Source: an optimization exercise on an open RTL-to-GDS flow (aim: small area). Production flows keep margins and buffers that such runs may drop.
At most, simulation tests tie the RTL to the original design; equivalence was not proved.
The RTL of runs 1 and 2 was laid out without a check of its function.
Power figures rest on the tool's default switching activity, not on a simulated workload.

**flow/config.mk**
```make
export PLATFORM = sky130hd
export DESIGN_NAME = priority_command_queue_with_cancel
export DESIGN_NICKNAME = priority_command_queue_with_cancel
export VERILOG_FILES = /design/flow/design.v
export SDC_FILE = /design/flow/constraint.sdc
export NUM_CORES = 4
export LEC_CHECK = 0
export CAP_MARGIN = 20
export CORE_MARGIN = 2
export CORE_UTILIZATION = 40
export SLEW_MARGIN = 20
```
**flow/constraint.sdc**
```tcl
create_clock -name core_clock -period 7.0 [get_ports {clk}]
set_input_delay 1.4000 -clock core_clock [delete_from_list [all_inputs] [get_ports {clk}]]
set_output_delay 1.4000 -clock core_clock [all_outputs]
set_load 0.01 [all_outputs]
```
**flow/design.v**
```verilog
package pcq_pkg;
  localparam logic [2:0] CMD_INIT     = 3'd0;
  localparam logic [2:0] CMD_ENQUEUE  = 3'd1;
  localparam logic [2:0] CMD_CANCEL   = 3'd2;
  localparam logic [2:0] CMD_DISPATCH = 3'd3;
  localparam logic [2:0] CMD_MARK_ALL = 3'd4;
endpackage
module priority_command_queue_with_cancel #(
  parameter int MAX_COMMANDS   = 32,
  parameter int MAX_PRIORITIES = 8
) (
  input  logic        clk,
  input  logic        rst_n,
  input  logic        in_tvalid,
  output logic        in_tready,
  input  logic [15:0] in_tdata,    
  output logic        out_tvalid,
  input  logic        out_tready,
  output logic [15:0] out_tdata,   
  input  logic        cfg_valid,
  output logic        cfg_ready,
  input  logic [0:0]  cfg_index,
  input  logic [3:0]  cfg_data
);
  localparam logic [2:0] S_CLR  = 3'd0;
  localparam logic [2:0] S_IDLE = 3'd1;
  localparam logic [2:0] S_WAIT = 3'd2;
  localparam logic [2:0] S_A    = 3'd3;
  localparam logic [2:0] S_B    = 3'd4;
  localparam logic [2:0] S_OUT  = 3'd5;
  function automatic logic lt5(input logic [4:0] a, input logic [4:0] b);
    logic r;
    r = 1'b0;
    for (int i = 0; i < 5; i++) r = (~a[i] & b[i]) | ((~a[i] | b[i]) & r);
    lt5 = r;
  endfunction
  function automatic logic lt8(input logic [7:0] a, input logic [7:0] b);
    logic r;
    r = 1'b0;
    for (int i = 0; i < 8; i++) r = (~a[i] & b[i]) | ((~a[i] | b[i]) & r);
    lt8 = r;
  endfunction
  function automatic logic le3(input logic [2:0] a, input logic [2:0] b);
    logic r;
    r = 1'b1;
    for (int i = 0; i < 3; i++) r = (~a[i] & b[i]) | ((~a[i] | b[i]) & r);
    le3 = r;
  endfunction
  logic       running_r;
  logic [2:0] npm1_r;
  assign cfg_ready = 1'b1;
  always_ff @(posedge clk) begin
    if (!rst_n) begin
      running_r <= 1'b0;
      npm1_r    <= 3'd0;
    end else if (cfg_valid) begin
      if (cfg_index == 1'b0) running_r <= cfg_data[0];
      else if (cfg_data == 4'd0) npm1_r <= 3'd0;
      else if (cfg_data[3]) npm1_r <= 3'd7;
      else npm1_r <= cfg_data[2:0] - 3'd1;
    end
  end
  logic [8:0] ring [32];
  logic [8:0] fb;
  logic [4:0] ph;
  logic [5:0] m_r;
  logic [2:0] st_r;
  logic [2:0] cmd_r;
  logic [4:0] id_r;    
  logic [2:0] pr_r;    
  logic [4:0] rk_r;    
  logic       f_r;     
  logic       mk_r;    
  always_ff @(posedge clk) begin
    for (int i = 0; i < 31; i++) ring[i] <= ring[i+1];
    ring[31] <= fb;
  end
  logic [2:0] e_lvl;
  logic       e_mk;
  logic [4:0] e_k;
  assign {e_lvl, e_mk, e_k} = ring[0];
  logic [5:0] m_dec, m_inc;
  always_comb begin : m_step
    logic b, c;
    b = 1'b1;
    c = 1'b1;
    for (int i = 0; i < 6; i++) begin
      m_dec[i] = m_r[i] ^ b;
      m_inc[i] = m_r[i] ^ c;
      b = b & ~m_r[i];
      c = c & m_r[i];
    end
  end
  logic [4:0] k_inc;
  always_comb begin : k_step
    logic c;
    c = 1'b1;
    for (int i = 0; i < 5; i++) begin
      k_inc[i] = e_k[i] ^ c;
      c = c & e_k[i];
    end
  end
  logic is_enq, is_can, is_dis, is_ini, is_mrk;
  assign is_ini = cmd_r == pcq_pkg::CMD_INIT;
  assign is_enq = cmd_r == pcq_pkg::CMD_ENQUEUE;
  assign is_can = cmd_r == pcq_pkg::CMD_CANCEL;
  assign is_dis = cmd_r == pcq_pkg::CMD_DISPATCH;
  assign is_mrk = cmd_r == pcq_pkg::CMD_MARK_ALL;
  logic q, hit, lvl_ok, better, last, enq_ok, rm, in_a, in_b;
  assign q      = ~m_r[5] & ~lt5(e_k, m_r[4:0]);
  assign hit    = ph == id_r;
  assign lvl_ok = le3(e_lvl, npm1_r);
  assign better = !f_r || lt8({pr_r, rk_r}, {e_lvl, e_k});
  assign last   = ph == 5'd16;
  assign enq_ok = hit && !q && running_r && le3(pr_r, npm1_r);
  assign rm     = f_r && (is_can || is_dis);
  assign in_a   = st_r == S_A;
  assign in_b   = st_r == S_B;
  always_comb begin
    fb = ring[0];
    case (st_r)
      S_CLR: fb = {e_lvl, 1'b0, 5'd0};
      S_A: begin
        if (is_ini && hit && !q) fb[5] = 1'b0;
        if (is_enq && enq_ok) fb = {pr_r, e_mk, m_dec[4:0]};
        if (is_mrk && q && lvl_ok) fb[5] = 1'b1;
      end
      S_B: begin
        if (rm) begin
          if (hit) fb[4:0] = 5'd0;
          else if (q && lt5(e_k, rk_r)) fb[4:0] = k_inc;
        end
      end
      default: ;
    endcase
  end
  always_ff @(posedge clk) begin
    if (!rst_n) begin
      ph   <= 5'd0;
      m_r  <= 6'd32;
      st_r <= S_CLR;
    end else begin
      ph <= {ph[3:0], ph[4] ^ ph[2] ^ (ph[3:0] == 4'd0)};
      case (st_r)
        S_CLR:  if (last) st_r <= S_IDLE;
        S_IDLE: if (in_tvalid) st_r <= S_WAIT;
        S_WAIT: if (last) st_r <= S_A;
        S_A: begin
          if (is_enq && enq_ok) m_r <= m_dec;
          if (last) st_r <= S_B;
        end
        S_B: begin
          if (last) begin
            if (rm) m_r <= m_inc;
            st_r <= S_OUT;
          end
        end
        S_OUT:  if (out_tready) st_r <= S_IDLE;
        default: st_r <= S_IDLE;
      endcase
    end
  end
  always_ff @(posedge clk) begin
    if (st_r == S_IDLE) begin
      cmd_r <= in_tdata[2:0];
      id_r  <= in_tdata[7:3];
      pr_r  <= in_tdata[10:8];
      f_r   <= 1'b0;
    end else if (in_a) begin
      if ((is_ini || is_enq) && hit) f_r <= q;
      if ((is_can && hit && q) || (is_dis && q && lvl_ok && better)) begin
        f_r  <= 1'b1;
        id_r <= ph;
        pr_r <= e_lvl;
        rk_r <= e_k;
        mk_r <= e_mk;
      end
    end
  end
  logic [2:0] status;
  logic [1:0] kind;
  always_comb begin
    status = 3'd0;
    kind   = 2'd0;
    case (cmd_r)
      pcq_pkg::CMD_INIT: if (f_r) status = 3'd2;
      pcq_pkg::CMD_ENQUEUE: begin
        if (!running_r) status = 3'd1;
        else if (f_r) status = 3'd2;
        else if (!le3(pr_r, npm1_r)) status = 3'd4;
      end
      pcq_pkg::CMD_CANCEL:   if (f_r) kind = 2'd2; else status = 3'd3;
      pcq_pkg::CMD_DISPATCH: if (f_r) kind = 2'd1; else status = 3'd3;
      default: ;
    endcase
  end
  assign in_tready  = st_r == S_IDLE;
  assign out_tvalid = st_r == S_OUT;
  assign out_tdata  = {2'b00, kind[0] && mk_r, (kind != 2'd0) ? pr_r : 3'd0,
                       (kind != 2'd0) ? id_r : 5'd0, kind, status};
endmodule
```
**flow/flow/run.sh**
```bash
#!/bin/bash
# Standard layout, with CTS not inserting dummy loads and ports buffered with buf_1.
set -euo pipefail
bash standard.sh \
  'CTS_ARGS=-sink_clustering_enable -repair_clock_nets -dont_use_dummy_load -buf_list sky130_fd_sc_hd__clkbuf_4 -sink_clustering_size 20' \
  'BUFFER_PORTS_ARGS=-buffer_cell sky130_fd_sc_hd__buf_1' \
  finish > make_finish.log 2>&1
```
**flow/standard.sh**
```bash
#!/bin/bash
# synth_recipe.tcl (not shown) runs the flow's synth.tcl, then flattens the netlist and writes it again
# the make line also repeats each setting of config.mk as NAME=value (left out here)
make -C /OpenROAD-flow-scripts/flow DESIGN_CONFIG=/design/flow/config.mk WORK_HOME=/design/flow/orfs CLKGATE_MAP_FILE= SYNTH_SCRIPT=/design/flow/synth_recipe.tcl "${@:-finish}"
```
==> results of run 1 <==
==> worst min path at each step <==
| stage | from | end | slack [ps] | depth (start not counted) |
|---|---|---|---|---|
| floorplan | ring[1][0] | ring[0][0] | 310 | 0 |
| global placement | ring[30][4] | ring[29][4] | 310 | 0 |
| detailed placement | ring[21][5] | ring[20][5] | 310 | 0 |
| CTS | ring[28][0] | ring[27][0] | 280 | 0 |
| global route | ring[30][2] | ring[29][2] | 290 | 0 |
| finish | ring[30][2] | ring[29][2] | 290 | 0 |
==> Yosys cell counts (7+ instances only) <==
cell type	instances	area, um2
nand2b_1	12	75.07
inv_1	20	75.07
nand2_1	21	78.83
dfxtp_1	307	6146
xor2_1	7	61.31
a21oi_1	15	75.07
o21ai_0	14	70.07
nor3_1	18	90.09
edfxtp_1	17	510.5
nor2b_1	9	56.30
ha_1	12	150.1
mux2_2	7	78.83
clkbuf_1	7	26.28
and2_1	14	87.58
nor2_1	22	82.58
==> flip-flops by register name (all words and copies together) (netlist names) <==
register   flops
cmd_r          3
f_r            1
id_r           5
m_r            6
mk_r           1
npm1_r         3
ph             5
pr_r           3
ring         288
rk_r           5
running_r      1
st_r           3
==> cells in the final DEF, fill, tap and decap left out, drive strengths merged, types with 2 or more instances in the layout <==
master,instances
nand3,7
and3,6
o21ai,15
and2,15
a21o,3
nor2,23
nand3b,4
nand2,21
a211oi,3
and3b,2
o221ai,2
a221oi,3
xor2,7
mux2i,6
or2,3
buf,37
a221o,3
mux2,7
a22oi,2
edfxtp,17
o22ai,3
nand2b,12
ha,12
clkbuf,77
conb,3
nand4,3
o2111ai,2
dfxtp,307
inv,20
nor4b,2
or3,2
a31oi,2
a21oi,15
nor2b,10
maj3,6
nor3,18
==> cell families (layout without fill, tap and decap cells) <==
logic type,after synthesis,in the layout,share of synthesized area (%)
compound gates,59,59,5.272
buf+inv,32,135,1.587
simple gates,129,129,8.447
mux,13,13,1.663
fa+ha+maj,18,18,2.531
other cells,2,3,0.08989
flops,324,324,79.68
xor+xnor,7,7,0.7339
==> through the flow <==
step                std cells  utilization (%)  setup WS [ps]  hold slack, ps
CTS                       958            46.00           3297           278.3
floorplan                 585                -           4279           309.6
global route              958            46.00           3172           291.1
detailed placement        881            43.16           4012           312.1
finish                    958            46.00           3370           286.9
global placement          881            43.16           4002           310.0
==> layer usage <==
metal  global-route usage (%)  vias up  wire length [um]
met4                    7.619        0               348
met3                    4.202       34               698
met2                    17.57      100              5391
li1                         -     2153                 -
met1                    15.71     2017              6025
met5                        0        -                 0
==> area by class of cell <==
class	count	area [um2]	share of cell area (%)
Clock buffer	77	578.1	6.171
Tap cell	270	337.8	3.606
Inverter	21	78.83	0.8415
Multi-Input combinational cell	229	1574	16.80
Sequential cell	324	6656	71.06
Timing Repair Buffer	37	142.6	1.523
==> worst max-delay path, delay by kind of cell, from the launching register on <==
family | cells | cell delay (ps)
AND/OR/NAND/NOR | 4 | 960
flip-flops | 1 | 450
buffers and inverters | 1 | 190
==> where the power goes <==
part	leakage, uW	switching [uW]	internal [uW]
clock network	0.000354	570	500
registers	0.00266	3.67	1860
logic	0.000670	12.0	9.73
total	0.00368	585	2370
==> flow_metrics.tcl, run 1 <==
set metrics [dict create \
    postCtsSetupRepairBufs 0 \
    ir_worst_vdd_v 0.0001946 \
    power_leakage_uw 0.003680 \
    rr_endpoint "m_r[5]" \
    n_antenna_cell 0 \
    die_area_um2 22060 \
    tightest_slew_ps 797.8 \
    post_synth.cell_area_avg_um2 14.31 \
    grt_pass1_vias 4561 \
    track_usage_pct 12.19 \
    powerDensity_nw_per_um2 315.7 \
    finalCriticalPeriod_ps 3630 \
    final.fill_count 1825 \
    placed_cell_area_um2 8790 \
    viasPerCell 4.493 \
    finalClockSkew_ps 45.20 \
    routabilityCongestion 0.8177 \
    drv_cap 0 \
    cp_cell_sequence "nor2b_2 > nor4b_1 > nor2_1 > nor3_1 > buf_1" \
    row_count 52 \
    outcome "no timing/DRC/antenna violations" \
    cts_tree "yes" \
    crit_arrival_ps 2230 \
    ys_warn_count 2 \
    setup_tns_ps 0 \
    ctsHoldBuffers 0 \
    insertion_delay_ps 630 \
    rsz0062_at_grt "no" \
    numClockSinks 324 \
    ant_nets 0 \
    antenna_found_initial 0 \
    path_class "register to output port" \
    cts_root_buf "clkbuf_4" \
    cts_buffer_depth 3 \
    grt_start_max_net_pins 18 \
    syn_to_final_growth_pct 12.13 \
    synth_seq_cells 324 \
    cts_buffers 77 \
    io_buffer_count 36 \
    crit_fanout 6 \
    async_flop_share_pct 0 \
    rrSetupSlack_ps 4510 \
    slew_headroom_pct 46.62 \
    power.total_uw 2958 \
    path_clk_slew_ps 60 \
    crit_path_top_delay_cell "edfxtp_1" \
    hpwlAfterDp_um 7717 \
    synth_area_um2 8354 \
    netlist-cell-type-count 55 \
    grt_pass1_wl_um 21290 \
    hold_viol 0 \
    cp_slowest_stage_delay_ps 450 \
    overflow 0 \
    setup_viol 0 \
    syn_inst 584 \
    start_util_pct 41.02 \
    die_y_um 148.5 \
    yosysSeqAreaShare_pct 79.68 \
    core-area_um2 20360 \
    die_w_um 148.5 \
    drive_gt1_share_pct 14.53 \
    critPathCapture "out_tdata[2]" \
    first_pass_iters 4 \
    drt_wl_total_um 12460 \
    reg2reg_from "st_r[0]" \
    io_pins 45 \
    synth_edf_count 17 \
    hp-class "register to register" \
    route.detailed.wl_per_inst_um 13.01 \
    nNetsFinal 728 \
    critPathLaunch "pr_r[2]" \
    stdcell_area_um2 9368 \
    cts_max_level 3 \
    post_cts_resized 0 \
    rr_worst_depth 5 \
    drt_iter0_drc 119 \
    cp-start-kind "register" \
    drc 0 \
    synthFlopType "dfxtp_1" \
    drv_slew 0 \
    endpoint_kind "output port" \
    fmax_ghz 0.2755 \
    min_period_over_period_pct 51.85 \
    num_vias 4304 \
    required_ps 5600 \
]
==> inputs of run 2 (changes only) <==
==> flow/flow/run.sh (replaced) <==
#!/bin/bash
# Standard layout, with CTS not inserting dummy loads and ports buffered with buf_1.
set -euo pipefail
bash standard.sh \
  'CTS_ARGS=-sink_clustering_enable -repair_clock_nets -dont_use_dummy_load' \
  'BUFFER_PORTS_ARGS=-buffer_cell sky130_fd_sc_hd__buf_1' \
  finish > make_finish.log 2>&1
==> run 2 against run 1 <==
  * Clock-buffer cell count is 47 lower
  * Highest routed layer unchanged
  * Setup slack better by 100 ps
  * Largest power group unchanged
  * Synthesized cell count did not move
  * Register-to-register slack got worse by 60 ps
  * Largest cell class unchanged
  * Sequential power about the same
  * Clock skew is 6.5 ps lower
  * Global-route usage shrank 0.78 points
  * Synthesized area unchanged
==> flow_metrics.tcl, run 2 <==
set metrics [dict create \
    overflow 0 \
    die_w_um 148.5 \
    synth_area_um2 8354 \
    dp.cells 881 \
    drv_cap 0 \
    pwr-share-comb_pct 0.7 \
    die_y_um 148.5 \
    async_flop_share_pct 0 \
    synth_common_cells "dfxtp_1 (307), nor2_1 (22), nand2_1 (21), inv_1 (20), nor3_1 (18)" \
    synthFlopType "dfxtp_1" \
    synth.most_common_cell "dfxtp_1" \
    routabilityCongestion 0.8177 \
    instances_no_fill 911 \
    path_clk_slew_ps 60 \
    cts_buffers 30 \
    ir_worst_vdd_v 0.0002293 \
    core-area_um2 20360 \
    power.total_uw 3202 \
    cts_max_level 1 \
    grt_pass1_wl_um 20370 \
    crit_fanout 6 \
    post_synth.cell_area_avg_um2 14.31 \
    top_register "ring" \
    grt_pass1_vias 4163 \
    syn_to_final_growth_pct 14.20 \
    switching_share_pct 18.23 \
    largest_reg_flops 288 \
    drt_iter0_drc 158 \
    cts_buffer_depth 3 \
    setup_tns_ps 0 \
    p_seq_share_pct 58.3 \
    pre_cts_ws_ps 4012 \
    synthTopCellsByArea "dfxtp_1 (74%), edfxtp_1 (6.1%), ha_1 (1.8%), nor3_1 (1.1%), and2_1 (1.0%)" \
    crit_arrival_ps 2130 \
    met1_length_um 6029 \
    drv_slew 0 \
    final_cell_mix "dfxtp_1 (307), buf_1 (36), clkbuf_16 (30)" \
    hpwlAfterDp_um 7717 \
    ys_warn_count 2 \
    setup_viol 0 \
    power_switching_uw 583.9 \
    syn_inst 584 \
    synth_seq_cells 324 \
    post_cts_resized 0 \
    drt_wl_total_um 12130 \
    postCtsSetupRepairBufs 0 \
    layout_commonest_cell "dfxtp_1" \
    tightest_slew_ps 798.8 \
    yosysSeqAreaShare_pct 79.68 \
    ctsHoldBuffers 0 \
    row_count 52 \
    die_area_um2 22060 \
    endpoint_kind "output port" \
    antenna_found_initial 0 \
    finalCriticalPeriod_ps 3529 \
    stdcell_area_um2 9540 \
    outcome "no timing/DRC/antenna violations" \
    fmax_ghz 0.2833 \
    grt_start_max_net_pins 18 \
    cts_root_buf "clkbuf_16" \
    topRoutingLayerUsed "met4" \
    drc 0 \
    powerDensity_nw_per_um2 335.6 \
    viasPerCell 4.453 \
    synth_edf_count 17 \
    track_usage_pct 11.41 \
    min_period_over_period_pct 50.42 \
    synth_top_cell_by_area "dfxtp_1" \
    required_ps 5600 \
    cts_tree "yes" \
    setup_ws_ps 3471 \
    rsz0062_at_grt "no" \
    finalClockSkew_ps 38.68 \
    slew_headroom_pct 46.55 \
    path_class "register to output port" \
    met3_wirelength_um 608 \
    nNetsFinal 681 \
    wl_met2_um 5233 \
    io_pins 45 \
    p_clk_share_pct 41.1 \
    start_util_pct 41.02 \
    p_int_uw 2618 \
    io_buffer_count 36 \
    ant_nets 0 \
    netlist-cell-type-count 55 \
    cp-start-kind "register" \
    numClockSinks 324 \
    first_pass_iters 4 \
    route.detailed.wl_per_inst_um 13.31 \
    power_leakage_uw 0.003695 \
    placed_cell_area_um2 8790 \
    num_vias 4057 \
    hp-class "register to register" \
    yosys.area.top_type_share_pct 73.57 \
    drive_gt1_share_pct 8.268 \
    reg_top3 "ring x288, m_r x6" \
    insertion_delay_ps 540 \
    n_antenna_cell 0 \
    hold_viol 0 \
]
[run 2: cell counts after synthesis]
No cell type changed its count.
[run 2: final timing paths]
| path | from | end | slack [ps] | cells past startpoint |
|---|---|---|---|---|
| worst max-delay path | pr_r[2] | out_tdata[2] | 3470 | 5 |
| worst min-delay path | ring[3][4] | ring[2][4] | 300 | 0 |
| worst max register to register | st_r[0] | m_r[5] | 4450 | 5 |
| worst min register to register | ring[3][4] | ring[2][4] | 300 | 0 |
[run 2: logic make-up after synthesis]
group	synth area share [%]
DFF	79.68
and+or+nand+nor	8.447
AOI/OAI and AO/OA	5.272
buffers and inverters	1.587
adders and majority gates	2.531
muxes	1.663
xor gates and xnor gates	0.7339
other	0.08989
[run 2: power groups by stage]
stage               logic [uW]  registers (uW)  clock network, uW
global placement          21.3            1910                  0
CTS                       22.1            1870               1360
floorplan                 15.2            1900                  0
global route              24.6            1860               1440
finish                    21.7            1870               1310
detailed placement        21.9            1910                  0
[run 2: cell type report]
cell class                      count  area (um2)
Timing Repair Buffer               37       142.6
Fill cell                        1768       10820
Sequential cell                   324        6656
Multi-Input combinational cell    229        1574
Tap cell                          270       337.8
Inverter                           21       78.83
Clock buffer                       30       750.7
[run 2: layer usage]
layer  vias to the layer above  global-route usage (%)
li1                       2040                       -
met1                      1906                   15.90
met2                        88                   17.48
met3                        23                   2.730
met4                         0                   4.048
met5                         -                       0
[run 2: per-stage QoR]
step                utilization, %  hold slack [ps]
floorplan                        -            309.6
global placement             43.16            310.0
detailed placement           43.16            312.1
CTS                          46.85            302.7
global route                 46.85            303.7
finish                       46.85            303.1
[run 2: critical path, cell delays in order (launching register included)]
cell and delay, ps:
edfxtp_1 460, nor2b_2 70, nor4b_1 450, nor2_1 130, nor3_1 320, buf_1 190
==> inputs of run 3 (changes only) <==
--- a/flow/design.v
+++ b/flow/design.v
@@ -79,16 +79,16 @@
   logic       e_mk;
   logic [4:0] e_k;
   assign {e_lvl, e_mk, e_k} = ring[0];
-  logic [5:0] m_dec, m_inc;
+  logic in_a, in_b;
+  assign in_a = st_r == S_A;
+  assign in_b = st_r == S_B;
+  logic [5:0] m_nxt;
   always_comb begin : m_step
-    logic b, c;
-    b = 1'b1;
-    c = 1'b1;
+    logic t;
+    t = 1'b1;
     for (int i = 0; i < 6; i++) begin
-      m_dec[i] = m_r[i] ^ b;
-      m_inc[i] = m_r[i] ^ c;
-      b = b & ~m_r[i];
-      c = c & m_r[i];
+      m_nxt[i] = m_r[i] ^ t;
+      t = t & (m_r[i] ^ in_a);
     end
   end
   logic [4:0] k_inc;
@@ -106,23 +106,21 @@
   assign is_can = cmd_r == pcq_pkg::CMD_CANCEL;
   assign is_dis = cmd_r == pcq_pkg::CMD_DISPATCH;
   assign is_mrk = cmd_r == pcq_pkg::CMD_MARK_ALL;
-  logic q, hit, lvl_ok, better, last, enq_ok, rm, in_a, in_b;
-  assign q      = ~m_r[5] & ~lt5(e_k, m_r[4:0]);
+  logic q, hit, lvl_ok, better, last, enq_ok, rm;
+  assign q      = (|e_k) | (m_r == 6'd0);
   assign hit    = ph == id_r;
   assign lvl_ok = le3(e_lvl, npm1_r);
   assign better = !f_r || lt8({pr_r, rk_r}, {e_lvl, e_k});
   assign last   = ph == 5'd16;
   assign enq_ok = hit && !q && running_r && le3(pr_r, npm1_r);
   assign rm     = f_r && (is_can || is_dis);
-  assign in_a   = st_r == S_A;
-  assign in_b   = st_r == S_B;
   always_comb begin
     fb = ring[0];
     case (st_r)
       S_CLR: fb = {e_lvl, 1'b0, 5'd0};
       S_A: begin
         if (is_ini && hit && !q) fb[5] = 1'b0;
-        if (is_enq && enq_ok) fb = {pr_r, e_mk, m_dec[4:0]};
+        if (is_enq && enq_ok) fb = {pr_r, e_mk, m_nxt[4:0]};
         if (is_mrk && q && lvl_ok) fb[5] = 1'b1;
       end
       S_B: begin
@@ -146,12 +144,12 @@
         S_IDLE: if (in_tvalid) st_r <= S_WAIT;
         S_WAIT: if (last) st_r <= S_A;
         S_A: begin
-          if (is_enq && enq_ok) m_r <= m_dec;
+          if (is_enq && enq_ok) m_r <= m_nxt;
           if (last) st_r <= S_B;
         end
         S_B: begin
           if (last) begin
-            if (rm) m_r <= m_inc;
+            if (rm) m_r <= m_nxt;
             st_r <= S_OUT;
           end
         end
==> flow/flow/run.sh (replaced) <==
#!/bin/bash
# Standard layout, with CTS not inserting dummy loads and ports buffered with buf_1.
set -euo pipefail
bash standard.sh \
  'CTS_ARGS=-sink_clustering_enable -repair_clock_nets -dont_use_dummy_load -buf_list sky130_fd_sc_hd__clkbuf_4 -sink_clustering_size 10 -sink_clustering_max_diameter 50' \
  'BUFFER_PORTS_ARGS=-buffer_cell sky130_fd_sc_hd__buf_1' \
  RECOVER_POWER=100 \
  finish > make_finish.log 2>&1
==> run 3 against run 2 <==
  * Critical path depth is 1 lower
  * Sequential cell count unchanged
  * Final cell count is 2.1% lower
  * Clock skew increased by 30 ps
  * Via count fell by 2.0%
  * Routed wire length down 4.9%
  * Sequential power about the same
  * Sequential share of layout area up 5.5 points
  * Still clean on timing, DRC and antenna
  * Design area fell by 7.3%
  * First-iteration DRC count increased by 9.5%
  * Synthesized area down 2.7%
==> flow_metrics.tcl, run 3 <==
set metrics [dict create \
    slew_headroom_pct 32.50 \
    final_cell_mix "dfxtp_1 (307), clkbuf_4 (39), buf_1 (35)" \
    hp-start "ring[30][4]" \
    cts_buffer_depth 3 \
    async_flop_share_pct 0 \
    ant_nets 0 \
    grt_start_max_net_pins 17 \
    overflow 0 \
    cts_max_level 2 \
    io_pins 45 \
    path_buf_inv 2 \
    synth.most_common_cell "dfxtp_1" \
    synthFlopType "dfxtp_1" \
    reg2reg_from "pr_r[0]" \
    yosysSeqAreaShare_pct 81.88 \
    ctsHoldBuffers 0 \
    post_synth.cell_area_avg_um2 14.67 \
    whs_ps 290.7 \
    drt_iter0_drc 173 \
    cts_tree "yes" \
    required_ps 5600 \
    synth_seq_cells 324 \
    viasPerCell 4.457 \
    min_period_over_period_pct 50.90 \
    reg_top3 "ring x288, m_r x6" \
    nNetsFinal 653 \
    drv_cap 0 \
    insertion_delay_ps 620 \
    layout_commonest_cell "dfxtp_1" \
    crit_family "buffers and inverters" \
    finalClockSkew_ps 69.02 \
    setup_viol 0 \
    path_clk_slew_ps 90 \
    ys_warn_count 2 \
    syn_to_final_growth_pct 8.743 \
    numClockSinks 324 \
    dp.cells 851 \
    synth_area_um2 8129 \
    grt_pass1_vias 3933 \
    endpoint_kind "output port" \
    hold_viol 0 \
    die_w_um 146.6 \
    powerDensity_nw_per_um2 300.0 \
    min_to "ring[29][4]" \
    drive_gt1_share_pct 7.903 \
    tightest_slew_ps 1012 \
    cp-start-kind "register" \
    crit_fanout 16 \
    postCtsSetupRepairBufs 0 \
    largest_reg_flops 288 \
    cp_slowest_stage_delay_ps 630 \
    synth_top_cell_by_area "dfxtp_1" \
    fmax_ghz 0.2807 \
    grt_pass1_wl_um 19220 \
    ir_worst_vdd_v 0.0001250 \
    outcome "no timing/DRC/antenna violations" \
    hpwlAfterDp_um 7213 \
    drc 0 \
    rrSetupSlack_ps 3800 \
    rr_endpoint "id_r[1]" \
    instances_no_fill 892 \
    num_vias 3976 \
    die_y_um 146.6 \
    hold_depth 0 \
    syn_inst 554 \
    route.detailed.wl_per_inst_um 12.93 \
    path_class "register to output port" \
    crit_path_top_delay_cell "clkbuf_1" \
    hp-class "register to register" \
    first_pass_iters 4 \
    synth_edf_count 17 \
    routabilityCongestion 0.8095 \
    synth_common_cells "dfxtp_1 (307), nor2_1 (20), edfxtp_1 (17), inv_1 (16)" \
    die_area_um2 21480 \
    yosys.area.top_type_share_pct 75.60 \
    io_buffer_count 36 \
    post_cts_resized 0 \
    setup_tns_ps 0 \
    rr_worst_depth 6 \
    cts_root_buf "clkbuf_4" \
    cts_buffers 39 \
    power_leakage_uw 0.003425 \
    antenna_found_initial 1 \
    row_count 52 \
    track_usage_pct 11.17 \
    crit_arrival_ps 2160 \
    cp_cell_sequence "nand2b_1 > nor2_1 > clkbuf_1 > buf_1" \
    finalCriticalPeriod_ps 3563 \
    start_util_pct 40.43 \
    synthTopCellsByArea "dfxtp_1 (76%), edfxtp_1 (6.3%), and2_1 (1.2%), a21oi_1 (0.92%), nor2_1 (0.92%)" \
    drv_slew 0 \
    core-area_um2 20100 \
    fin_util_pct 43.97 \
    drt_wl_total_um 11530 \
    netlist-cell-type-count 61 \
    top_register "ring" \
    rsz0062_at_grt "no" \
]
[run 3: changes by cell type after synthesis, sizes merged, moves of 5 or more]
cell   previous run  this run
nor3             18         6
mux2i             6         1
nand2            21        15
ha               12         5
xnor2             0         8
[run 3: metrics by stage]
stage          power, uW  worst slack (ps)  area, um2
2_1_floorplan       1921              4364       8133
3_3_place_gp        1928              3895       8553
3_5_place_dp        1929              3864       8553
4_1_cts             2700              3472       8846
5_1_grt             2781              3252       8840
6_report            2652              3437       8840
[run 3: cell families (layout without fill, tap and decap cells)]
family          after synthesis  after routing  synth area share, %
flops                       324            324                81.88
other cells                   2              5              0.09238
buf+inv                      27             92                1.478
simple gates                105            105                7.357
xor+xnor                     13             13                1.401
compound gates               66             66                5.464
fa+ha+maj                    11             11                1.508
mux                           6              6               0.8157
[run 3: how the worst max path moves through the flow]
stage | startpoint | end | cells past startpoint
floorplan | st_r[0] | in_tready | 4
global placement | pr_r[0] | pr_r[0] | 6
detailed placement | pr_r[0] | pr_r[0] | 6
CTS | cmd_r[2] | out_tdata[13] | 3
global route | st_r[2] | in_tready | 4
finish | st_r[2] | in_tready | 4
[run 3: report_power, final]
group / total, uW / switching [uW] / internal, uW
clock: 765 / 507 / 258
sequential: 1860 / 3.72 / 1860
combinational: 23.4 / 12.6 / 10.8
[run 3: worst register-to-register path, cell delays in order, from the launching register on]
cell and delay [ps]:
edfxtp_1 450, nand2b_1 190, maj3_1 360, maj3_1 380
and3_1 190, a221o_1 380, a21oi_1 830
[run 3: layout make-up]
type                       instances  area, um2
antenna                            2      5.005
clock buffer                      39      292.8
fill                            1807      11260
inverter                          16      60.06
multi-input combinational        204       1349
sequential                       324       6656
tap                              270      337.8
timing repair buffer              37      138.9
[run 3: layer usage]
layer	wire length, um	vias up	share of wire [%]	GRT usage, %
met2	4994	108	43	16.77
met1	5452	1867	47	14.61
met5	0	-	0	0
met3	675	36	5.9	3.188
met4	410	0	3.6	6.165
li1	-	1965	-	-
==> inputs of run 4 (changes only) <==
==> flow/flow/run.sh (replaced) <==
#!/bin/bash
# Standard layout, with CTS not inserting dummy loads and ports buffered with buf_1.
set -euo pipefail
bash standard.sh \
  'CTS_ARGS=-sink_clustering_enable -repair_clock_nets -dont_use_dummy_load -buf_list sky130_fd_sc_hd__clkbuf_4 -sink_clustering_size 11 -sink_clustering_max_diameter 60' \
  'BUFFER_PORTS_ARGS=-buffer_cell sky130_fd_sc_hd__buf_1' \
  RECOVER_POWER=100 \
  finish > make_finish.log 2>&1
==> run 4 against run 3 <==
  * Non-clock buffer count unchanged
  * Largest cell class unchanged
  * Synthesized area unchanged
  * Via count down 1.1%
  * Power down 0.93%
  * Sequential power about the same
==> flow_metrics.tcl, run 4 <==
set metrics [dict create \
    async_flop_share_pct 0 \
    drt_iter0_drc 204 \
    cp-start-kind "register" \
    core-area_um2 20100 \
    fin_util_pct 43.81 \
    nNetsFinal 649 \
    insertion_delay_ps 630 \
    setup_ws_ps 3397 \
    io_buffer_count 36 \
    crit_path_top_delay_cell "clkbuf_1" \
    tightest_slew_ps 976.3 \
    crit_arrival_ps 2200 \
    layout_commonest_cell "dfxtp_1" \
    cts_buffers 35 \
    crit_fanout 16 \
    ant_nets 0 \
    num_vias 3932 \
    cp_slowest_stage_delay_ps 640 \
    drc 0 \
    path_clk_slew_ps 110 \
    postCtsSetupRepairBufs 0 \
    numClockSinks 324 \
    post_synth.cell_area_avg_um2 14.67 \
    synthFlopType "dfxtp_1" \
    pre_cts_ws_ps 3864 \
    hp-start "ring[30][1]" \
    powerDensity_nw_per_um2 298.3 \
    drv_cap 0 \
    hp-class "register to register" \
    synth_area_um2 8129 \
    yosys.area.top_type_share_pct 75.60 \
    synth_seq_cells 324 \
    ys_warn_count 2 \
    synth_top_cell_by_area "dfxtp_1" \
    drt_wl_total_um 11560 \
    finalClockSkew_ps 65.03 \
    route.detailed.wl_per_inst_um 13.03 \
    syn_to_final_growth_pct 8.342 \
    path_class "register to output port" \
    cts_max_level 2 \
    post_cts_resized 0 \
    cts_tree "yes" \
    netlist-cell-type-count 61 \
    ctsHoldBuffers 0 \
    finalCriticalPeriod_ps 3603 \
    outcome "no timing/DRC/antenna violations" \
    setup_tns_ps 0 \
    grt_start_max_net_pins 17 \
    track_usage_pct 11.17 \
    grt_pass1_vias 3901 \
    start_util_pct 40.43 \
    reg_top3 "ring x288, m_r x6" \
    drive_gt1_share_pct 7.305 \
    die_area_um2 21480 \
    hold_viol 0 \
    critPathCapture "in_tready" \
    drv_slew 0 \
    row_count 52 \
    cts_root_buf "clkbuf_4" \
    power_leakage_uw 0.003406 \
    io_pins 45 \
    rr_worst_depth 6 \
    viasPerCell 4.433 \
    rrSetupSlack_ps 3870 \
    first_pass_iters 4 \
    syn_inst 554 \
    largest_reg_flops 288 \
    die_y_um 146.6 \
    routabilityCongestion 0.8095 \
    yosysSeqAreaShare_pct 81.88 \
    fmax_ghz 0.2775 \
    setup_viol 0 \
    reg2reg_from "pr_r[0]" \
    cp_cell_sequence "nand2b_1 > nor2_1 > clkbuf_1 > buf_1" \
    slew_headroom_pct 34.91 \
    cts_buffer_depth 3 \
    antenna_found_initial 1 \
    hold_depth 0 \
    rsz0062_at_grt "no" \
    top_register "ring" \
    min_period_over_period_pct 51.48 \
    overflow 0 \
    whs_ps 290.4 \
    synthTopCellsByArea "dfxtp_1 (76%), edfxtp_1 (6.3%), and2_1 (1.2%), a21oi_1 (0.92%), nor2_1 (0.92%)" \
    endpoint_kind "output port" \
    synth.most_common_cell "dfxtp_1" \
    hpwlAfterDp_um 7213 \
    critPathLaunch "st_r[0]" \
    synth_edf_count 17 \
    final_cell_mix "dfxtp_1 (307), clkbuf_4 (35), buf_1 (35)" \
    rr_endpoint "id_r[4]" \
    grt_pass1_wl_um 19230 \
    power.total_uw 2627 \
    synth_common_cells "dfxtp_1 (307), nor2_1 (20), edfxtp_1 (17), inv_1 (16)" \
    die_w_um 146.6 \
    ir_worst_vdd_v 0.0001532 \
    required_ps 5600 \
]
-- run 4: worst max-delay path: cells and delay by family (launching register included) --
family | cells | cell delay [ps]
buffers and inverters | 2 | 860
flip-flops | 1 | 470
AND/OR/NAND/NOR | 2 | 250
-- run 4: routing by layer --
layer | GRT usage, % | share of wire [%] | up-vias | wire length (um)
li1 | - | - | 1957 | -
met1 | 14.72 | 48 | 1845 | 5521
met2 | 16.89 | 44 | 101 | 5038
met3 | 2.813 | 5.0 | 29 | 575
met4 | 6.214 | 3.6 | 0 | 420
met5 | 0 | 0 | - | 0
-- run 4: power breakdown --
part | leakage [uW] | total (uW) | internal, uW | switching [uW]
logic | 0.000610 | 23.4 | 10.8 | 12.6
registers | 0.00264 | 1860 | 1860 | 3.63
clock network | 0.000161 | 740 | 233 | 508
total | 0.00341 | 2630 | 2100 | 524
-- run 4: cells by family after synthesis --
family,after synthesis,synth area share [%]
fa+ha+maj,11,1.508
buf+inv,27,1.478
compound gates,66,5.464
simple gates,105,7.357
flops,324,81.88
xor+xnor,13,1.401
other cells,2,0.09238
mux,6,0.8157
-- run 4: through the flow --
step                area [um2]  instances
floorplan                 8133        555
global placement          8553        851
detailed placement        8553        851
CTS                       8816        886
global route              8807        887
finish                    8807        887
-- run 4: worst min path at each step --
stage                  end  slack [ps]
2_1_floorplan   ring[0][0]         310
3_3_place_gp   ring[29][8]         310
3_5_place_dp   ring[19][5]         310
4_1_cts        ring[14][4]         290
5_1_grt         ring[7][4]         280
6_report       ring[29][1]         290
-- run 4: cell type report --
cell class / instances / area, um2
Inverter: 16 / 60.06
Clock buffer: 35 / 262.8
Sequential cell: 324 / 6656
Fill cell: 1816 / 11300
Tap cell: 270 / 337.8
Multi-Input combinational cell: 204 / 1349
Timing Repair Buffer: 37 / 138.9
Antenna cell: 1 / 2.502
==> inputs of run 5 (changes only) <==
==> flow/flow/run.sh (replaced) <==
#!/bin/bash
# Standard layout with these changes: the combinational logic is re-mapped for
# area after floorplanning (flow/post_floorplan.tcl), CTS inserts no dummy loads
# and uses small clusters of clkbuf_4, ports are buffered with buf_1, and
# non-critical gates are downsized after global routing.
set -euo pipefail
here=$(pwd)
bash standard.sh \
  "POST_FLOORPLAN_TCL=$here/flow/post_floorplan.tcl" \
  'CTS_ARGS=-sink_clustering_enable -repair_clock_nets -dont_use_dummy_load -buf_list sky130_fd_sc_hd__clkbuf_4 -sink_clustering_size 11 -sink_clustering_max_diameter 60' \
  'BUFFER_PORTS_ARGS=-buffer_cell sky130_fd_sc_hd__buf_1' \
  RECOVER_POWER=100 \
  finish > make_finish.log 2>&1
==> flow/flow/post_floorplan.tcl (new file) <==
# Run after ORFS's floorplan step: re-map the combinational logic for area.
# Registers, ports and function stay the same.
set rs_dir [file join $::env(OBJECTS_DIR) restructure]
file mkdir $rs_dir
report_design_area
restructure -target area \
  -liberty_file [lindex $::env(LIB_FILES) 0] \
  -tielo_port [join $::env(TIELO_CELL_AND_PORT) /] \
  -tiehi_port [join $::env(TIEHI_CELL_AND_PORT) /] \
  -work_dir $rs_dir
report_design_area
==> run 5 against run 4 <==
  * Still clean
  * Design area fell by 2.5%
  * Sequential power about the same
  * Non-clock buffer count rose by 2
  * Critical path depth grew 5
  * Sequential cell count is the same
  * Sequential share of layout area rose by 2.0 points
  * Die area is the same
  * Power shrank 0.56%
  * Setup slack got worse by 430 ps
  * Core utilization shrank 1.1 points
  * Routed wire length down 2.0%
  * Final cell count down 0.23%
  * Critical path type is now register to register
  * Highest routed layer unchanged
==> flow_metrics.tcl, run 5 <==
set metrics [dict create \
    ant_nets 0 \
    overflow 0 \
    first_pass_iters 4 \
    syn_inst 554 \
    powerDensity_nw_per_um2 304.3 \
    numClockSinks 324 \
    cts_root_buf "clkbuf_4" \
    cts_max_level 2 \
    viasPerCell 4.478 \
    final_cell_mix "dfxtp_1 (307), clkinv_1 (46), clkbuf_4 (35), buf_1 (35), nor2_1 (35)" \
    ys_warn_count 2 \
    crit_arrival_ps 4480 \
    outcome "no timing/DRC/antenna violations" \
    netlist-cell-type-count 61 \
    whs_ps 285.9 \
    top_register "ring" \
    synthTopCellsByArea "dfxtp_1 (76%), edfxtp_1 (6.3%), and2_1 (1.2%), a21oi_1 (0.92%), nor2_1 (0.92%)" \
    die_w_um 146.6 \
    instances_no_fill 885 \
    hpwlAfterDp_um 7126 \
    route.detailed.wl_per_inst_um 12.80 \
    syn_to_final_growth_pct 5.603 \
    synthFlopType "dfxtp_1" \
    drc 0 \
    start_util_pct 40.43 \
    min_period_over_period_pct 57.57 \
    hold_viol 0 \
    synth_edf_count 17 \
    drt_iter0_drc 187 \
    nNetsFinal 641 \
    setup_viol 0 \
    synth_area_um2 8129 \
    die_area_um2 21480 \
    synth_common_cells "dfxtp_1 (307), nor2_1 (20), edfxtp_1 (17), inv_1 (16)" \
    endpoint_kind "register" \
    layout_commonest_cell "dfxtp_1" \
    drt_wl_total_um 11320 \
    track_usage_pct 10.78 \
    drv_slew 0 \
    postCtsSetupRepairBufs 0 \
    synth.most_common_cell "dfxtp_1" \
    row_count 52 \
    fmax_ghz 0.2482 \
    required_ps 7450 \
    yosys.area.top_type_share_pct 75.60 \
    post_synth.cell_area_avg_um2 14.67 \
    cts_buffers 35 \
    cp_slowest_stage_delay_ps 950 \
    drive_gt1_share_pct 5.710 \
    async_flop_share_pct 0 \
    hp-class "register to register" \
    die_y_um 146.6 \
    reg_top3 "ring x288, m_r x6" \
    core-area_um2 20100 \
    stdcell_area_um2 8584 \
    ir_worst_vdd_v 0.0001488 \
    rsz0062_at_grt "no" \
    setup_tns_ps 0 \
    drv_cap 0 \
    antenna_found_initial 1 \
    cts_tree "yes" \
    grt_pass1_wl_um 18890 \
    largest_reg_flops 288 \
    tightest_slew_ps 1098 \
    cts_buffer_depth 3 \
    placed_cell_area_um2 8328 \
    synth_seq_cells 324 \
    crit_path_top_delay_cell "nor4b_1" \
    yosysSeqAreaShare_pct 81.88 \
    post_cts_resized 0 \
    insertion_delay_ps 580 \
    path_clk_slew_ps 110 \
    slew_headroom_pct 25.78 \
    crit_fanout 9 \
    routabilityCongestion 0.9158 \
    finalCriticalPeriod_ps 4030 \
    path_class "register to register" \
    power_leakage_uw 0.003155 \
    dp.cells 848 \
    cp_cell_sequence "clkinv_1 > nor3_1 > clkinv_1 > nor2_1 > clkinv_1 > nor4b_1 > clkinv_1 > a21oi_1 > o221ai_1" \
    synth_top_cell_by_area "dfxtp_1" \
    critPathMostFrequentCell "clkinv_1" \
    cp-start-kind "register" \
    io_pins 45 \
    io_buffer_count 36 \
    power.total_uw 2612 \
    num_vias 3963 \
    grt_start_max_net_pins 14 \
    grt_pass1_vias 3928 \
    finalClockSkew_ps 45.04 \
    ctsHoldBuffers 0 \
]
## run 5: cell count changes in the layout (fill, tap and decap cells not counted), moves of 6 or more
cell      before  now
clkinv_1       0   46
o22ai_1        1   14
and2_0        10    0
inv_1         16    0
nand2b_1       9    0
maj3_1         6    0
nor2_1        20   35
xnor2_1        8    0
nor3_1         5   12
o221ai_1       0    6
nand2_1       15    4
a21oi_1       16    9
a22o_1         1    8
## run 5: kinds of logic (layout without fill, tap and decap cells)
logic type,Yosys count,in the layout,share of synthesized area [%]
muxes,6,0,0.8157
other,2,8,0.09238
adders and majority gates,11,0,1.508
DFF,324,324,81.88
xor gates and xnor gates,13,0,1.401
and+or+nand+nor,105,72,7.357
AOI/OAI and AO/OA,66,91,5.464
buffers and inverters,27,120,1.478
## run 5: final timing paths
check / startpoint / endpoint / slack [ps] / cells after the start
setup / recovery: st_r[0] / ring[31][0] / 2970 / 9
hold / removal: ring[24][5] / ring[23][5] / 290 / 0
setup reg to reg: st_r[0] / ring[31][0] / 2970 / 9
hold reg to reg: ring[24][5] / ring[23][5] / 290 / 0
## run 5: final cells by class
| class | instances | area, um2 |
|---|---|---|
| Sequential cell | 324 | 6656 |
| Antenna cell | 2 | 5.005 |
| Multi-Input combinational cell | 169 | 1003 |
| Timing Repair Buffer | 39 | 146.4 |
| Fill cell | 1826 | 11520 |
| Tap cell | 270 | 337.8 |
| Inverter | 46 | 172.7 |
| Clock buffer | 35 | 262.8 |
## run 5: worst max-delay path: cells and delay by family, from the launching register on
kind                   cells  cell delay, ps
AND/OR/NAND/NOR            3            1750
buffers and inverters      4            1250
flip-flops                 1             420
AO/OA/AOI/OAI              2             520
## run 5: metal layers
| layer | vias to the layer above | global-route usage [%] | share of wire [%] |
|---|---|---|---|
| met1 | 1876 | 15.82 | 51 |
| met3 | 28 | 3.031 | 5.7 |
| met4 | 0 | 4.078 | 2.4 |
| li1 | 1966 | - | - |
| met2 | 93 | 15.12 | 41 |
| met5 | - | 0 | 0 |
## run 5: stage by stage
stage	worst slack [ps]	util [%]
5_1_grt	2629	42.70
4_1_cts	3086	42.73
6_report	2970	42.70
3_5_place_dp	3083	41.42
3_3_place_gp	3163	41.42
2_1_floorplan	4364	-
## run 5: power breakdown
group / switching, uW / total (uW) / internal, uW
clock network: 494 / 727 / 233
logic: 12.4 / 21.3 / 8.98
registers: 3.82 / 1860 / 1860

## separate check: timing with driven ports
Ports are ideal in the flow. The routed layouts listed here were re-timed in OpenROAD.
Step 1 assumes that a clkbuf_16 drives the clock port and a buf_2 every other input.
Step 2 moves the port delays by t, midway between the first and last clock arrival at a register: inputs arrive t later, outputs are due t later. That takes back most of the time a late clock gives input paths.
Three values: no drivers, after step 1, after step 2; two values: the first two.
run	t, ns	slack for setup (ns)	clock arrival spread, ns
run 1	0.648	3.370 / 3.335 / 3.983	0.076 / 0.076
run 2	0.562	3.471 / 3.425 / 3.987	0.039 / 0.039
run 3	0.628	3.437 / 3.397 / 3.799	0.070 / 0.070
run 4	0.637	3.397 / 3.358 / 3.869	0.067 / 0.067
run 5	0.578	2.970 / 2.970 / 2.970	0.080 / 0.080
After both steps every run listed still meets setup and hold.
